This is an optimization exercise on Yosys and OpenROAD, whose aim is small area, not a production implementation.

==> flow/design.v <==
module chimp_grid_engine #(
    parameter int GRID_W    = 8,
    parameter int GRID_H    = 8,
    parameter int NUM_W     = 5,
    parameter int RAND_W    = 8,
    parameter int RETRY_MAX = 15,
    localparam int XW = $clog2(GRID_W),
    localparam int YW = $clog2(GRID_H)
) (
    input  logic              clk,
    input  logic              iResetn,
    input  logic              iStart,
    input  logic [NUM_W-1:0]  iCount,
    input  logic [RAND_W-1:0] iRandNum,
    input  logic              iClickValid,
    input  logic [XW-1:0]     iClickX,
    input  logic [YW-1:0]     iClickY,
    input  logic [XW-1:0]     iRdX,
    input  logic [YW-1:0]     iRdY,
    output logic              oRdActive,
    output logic              oRdShown,
    output logic [NUM_W-1:0]  oRdNum,
    output logic              oBusy,
    output logic [2:0]        oState,
    output logic [NUM_W-1:0]  oNextNum,
    output logic              oCorrect,
    output logic              oWrong,
    output logic              oWon,
    output logic              oLost
);
    localparam int NC  = 64;
    localparam int NT  = 31;
    localparam logic [2:0] S_IDLE   = 3'd0;
    localparam logic [2:0] S_CLEAR  = 3'd1;
    localparam logic [2:0] S_LOAD   = 3'd2;
    localparam logic [2:0] S_SHOW   = 3'd3;
    localparam logic [2:0] S_HIDDEN = 3'd4;
    localparam logic [2:0] S_WON    = 3'd5;
    localparam logic [2:0] S_LOST   = 3'd6;
    logic [2:0]  state_q, state_d;
    logic [4:0]  cnt_q, next_q, hi_q, lo_q;
    logic [3:0]  retry_q;
    logic [5:0]  clr_q, hw_q;
    logic [5:0]  pos_q [1:NT];
    logic [NC-1:0] act_q;
    logic        correct_q, wrong_q, rd_act_q, rd_shown_q;
    logic [4:0]  rd_num_q;
    logic        st_clear, st_load, st_play;
    logic [5:0]  draw_idx, click_idx, rd_idx, free_idx, place_idx, pos_next;
    logic        draw_ok, place, load_done, load_entry;
    logic        click_hit, click_good, click_bad;
    logic [4:0]  rd_raw, rd_num, lo;
    logic        rd_act;
    logic [5:0]  wr_idx, look_idx;
    logic        look_act;
    logic        wr_en, wr_val;
    assign st_clear = (state_q == S_CLEAR);
    assign st_load  = (state_q == S_LOAD);
    assign st_play  = (state_q == S_SHOW) || (state_q == S_HIDDEN);
    assign draw_idx  = iRandNum[5:0];
    assign click_idx = {iClickY, iClickX};
    assign rd_idx    = {iRdY, iRdX};
    always_comb begin
        free_idx = '0;
        for (int i = NC - 1; i >= 0; i--)
            if (!act_q[i])
                free_idx = 6'(i);
    end
    always_comb begin
        pos_next = pos_q[1];
        for (int k = 2; k <= NT; k++)
            if (next_q == 5'(k))
                pos_next = pos_q[k];
    end
    assign look_idx   = st_load ? draw_idx : click_idx;
    assign look_act   = act_q[look_idx];
    assign draw_ok    = !look_act;
    assign place      = st_load && (draw_ok || retry_q == 4'd14);
    assign place_idx  = draw_ok ? draw_idx : free_idx;
    assign load_done  = (hi_q + 5'd1 == cnt_q);
    assign load_entry = st_clear && (clr_q == 6'd63);
    assign click_hit  = st_play && iClickValid && look_act;
    assign click_good = st_play && iClickValid && (pos_next == click_idx);
    assign click_bad  = click_hit && !click_good;
    always_comb begin
        state_d = state_q;
        if (iStart)
            state_d = S_CLEAR;
        else if (load_entry)
            state_d = S_LOAD;
        else if (place && load_done)
            state_d = S_SHOW;
        else if (click_good)
            state_d = (next_q == hi_q) ? S_WON : S_HIDDEN;
        else if (click_bad)
            state_d = S_LOST;
    end
    always_comb begin
        rd_raw = '0;
        for (int k = 1; k <= NT; k++)
            if (pos_q[k] == rd_idx && 5'(k) <= hi_q)
                rd_raw = rd_raw | 5'(k);
    end
    assign rd_num = (rd_idx < hw_q) ? 5'd0 : rd_raw;
    assign lo     = st_clear ? lo_q : next_q;
    assign rd_act = (lo != 5'd0) && (rd_num >= lo);
    always_comb begin
        wr_idx = click_idx;
        wr_en  = click_good;
        wr_val = 1'b0;
        if (st_clear) begin
            wr_idx = clr_q;
            wr_en  = 1'b1;
        end else if (st_load) begin
            wr_idx = place_idx;
            wr_en  = place;
            wr_val = 1'b1;
        end
    end
    always_ff @(posedge clk) begin
        if (!iStart && wr_en)
            act_q[wr_idx] <= wr_val;
        if (!iStart && place)
            pos_q[hi_q + 5'd1] <= place_idx;
    end
    always_ff @(posedge clk) begin
        if (iStart) begin
            cnt_q   <= (iCount == '0) ? 5'd1 : iCount;
            retry_q <= '0;
            clr_q   <= '0;
            if (!st_clear)
                lo_q <= next_q;
        end else begin
            if (st_clear) begin
                clr_q <= clr_q + 6'd1;
                if (clr_q == hw_q)
                    hw_q <= clr_q + 6'd1;
            end
            if (load_entry)
                hw_q <= '0;
            if (st_load)
                retry_q <= place ? 4'd0 : retry_q + 4'd1;
        end
    end
    always_ff @(posedge clk or negedge iResetn) begin
        if (!iResetn) begin
            state_q    <= S_IDLE;
            next_q     <= 5'd1;
            hi_q       <= '0;
            correct_q  <= 1'b0;
            wrong_q    <= 1'b0;
            rd_act_q   <= 1'b0;
            rd_shown_q <= 1'b0;
            rd_num_q   <= '0;
        end else begin
            state_q    <= state_d;
            correct_q  <= !iStart && click_good;
            wrong_q    <= !iStart && click_bad;
            rd_act_q   <= rd_act;
            rd_shown_q <= rd_act && (state_q == S_SHOW || state_q == S_LOST);
            rd_num_q   <= rd_num;
            if (iStart)
                next_q <= 5'd1;
            else if (click_good)
                next_q <= next_q + 5'd1;
            if (!iStart) begin
                if (load_entry)
                    hi_q <= '0;
                else if (place)
                    hi_q <= hi_q + 5'd1;
            end
        end
    end
    assign oRdActive = rd_act_q;
    assign oRdShown  = rd_shown_q;
    assign oRdNum    = rd_num_q;
    assign oBusy     = st_clear || st_load;
    assign oState    = state_q;
    assign oNextNum  = next_q;
    assign oCorrect  = correct_q;
    assign oWrong    = wrong_q;
    assign oWon      = (state_q == S_WON);
    assign oLost     = (state_q == S_LOST);
endmodule
export LEC_CHECK = 0
export CAP_MARGIN = 40
export CORE_MARGIN = 2
export CORE_UTILIZATION = 60
export PLACE_DENSITY = 0.7
export SLEW_MARGIN = 40
create_clock -name core_clock -period 10.0 [get_ports {clk}]
standard.sh (not shown) runs the stock make flow with config.mk's settings and CLKGATE_MAP_FILE= SYNTH_SCRIPT=/design/flow/synth_recipe.tcl, a recipe that flattens the netlist after the stock synthesis.
==> flow/flow/run.sh <==
#!/bin/bash
# Standard ORFS layout, except that the combinational logic is mapped by ABC with
# flow/abc.script instead of ORFS's script. Synthesis up to the flip-flop mapping,
# and everything after ABC, is the standard flow (see flow/custom_synth.tcl).
set -euo pipefail
here=$(pwd)
export MY_ABC_SCRIPT=$here/flow/abc.script
export CTS_ARGS="-sink_clustering_enable -repair_clock_nets -dont_use_dummy_load"
sed "s#SYNTH_SCRIPT=[^ ]*#SYNTH_SCRIPT=$here/flow/custom_synth.tcl#" standard.sh > standard_custom.sh
bash standard_custom.sh > flow.log 2>&1
==> flow/flow/abc.script <==
strash; &get -n; &deepsyn -T 60; &put; &get -n; &dch -f; &nf -R 1000; &put
==> flow/flow/custom_synth.tcl <==
proc synth {args} { yosys synth -nofsm -noshare {*}$args }
proc abc {args} {
  set i [lsearch -exact $args -script]
  if { $i >= 0 && [info exists ::env(MY_ABC_SCRIPT)] } {
    set args [lreplace $args $i [expr {$i + 1}] -script $::env(MY_ABC_SCRIPT)]
  }
  puts "custom abc: $args"
  yosys abc {*}$args
}
source $::env(SCRIPTS_DIR)/synth.tcl
# left out here: clear keep_hierarchy, flatten, clean up, hide names made inside functions, write 1_2_yosys.v
The first run produced a clean layout.
Edit:
==> flow/run.sh (new file) <==
#!/bin/bash
# synth_recipe.tcl (not shown) runs the flow's synth.tcl, then flattens the netlist and writes it again
# the make line also repeats each setting of config.mk as NAME=value (left out here)
make -C /OpenROAD-flow-scripts/flow DESIGN_CONFIG=/design/flow/config.mk WORK_HOME=/design/flow/orfs CLKGATE_MAP_FILE= SYNTH_SCRIPT=/design/flow/synth_recipe.tcl finish
ABC_AREA = 1   (was default)
removed: flow/flow/run.sh
removed: flow/flow/abc.script
removed: flow/flow/custom_synth.tcl
removed: flow/standard.sh
Worst hold slack improves by 0.010 ns.
Non-clock buffer count goes down by 7.
Clock skew goes down by 0.014 ns.
Die area goes up by 14%.
Worst setup slack improves by 0.17 ns.
Core utilization goes down by 1.2 points.
Final cell count goes up by about 33%.
Wire length goes up by about 10%.
Function was not checked in any run of this note: the RTL went through the layout flow alone.

port drivers added, routing unchanged:
How much do the figures lean on ideal ports? The routed layouts below were timed once more, with nothing changed but the port constraints. Step 1: set_driving_cell puts a clkbuf_16 on clk and a buf_2 on each other input, an assumption about the parent block. Step 2 times the ports against the registers' clock, not the clock port: input delays grow and output delays shrink by t, the midpoint of the rising clock arrivals with the driver on. Three values: ideal, step 1, step 2; two values: the first two.
| run | shift t [ns] | setup slack, ns | worst hold slack (ns) | pins driven straight from the clock port |
|---|---|---|---|---|
| the first run | 0.607 | 1.824 / 1.852 / 1.244 | 0.510 / 0.510 / 0.510 | 1 |
| the second run | 0.568 | 1.990 / 2.012 / 1.445 | 0.520 / 0.520 / 0.520 | 1 |
After both steps setup and hold are still met in every run listed. The setup slack of the first run, which loses most, moves by +0.028 ns with the drivers and by -0.580 ns with both steps.
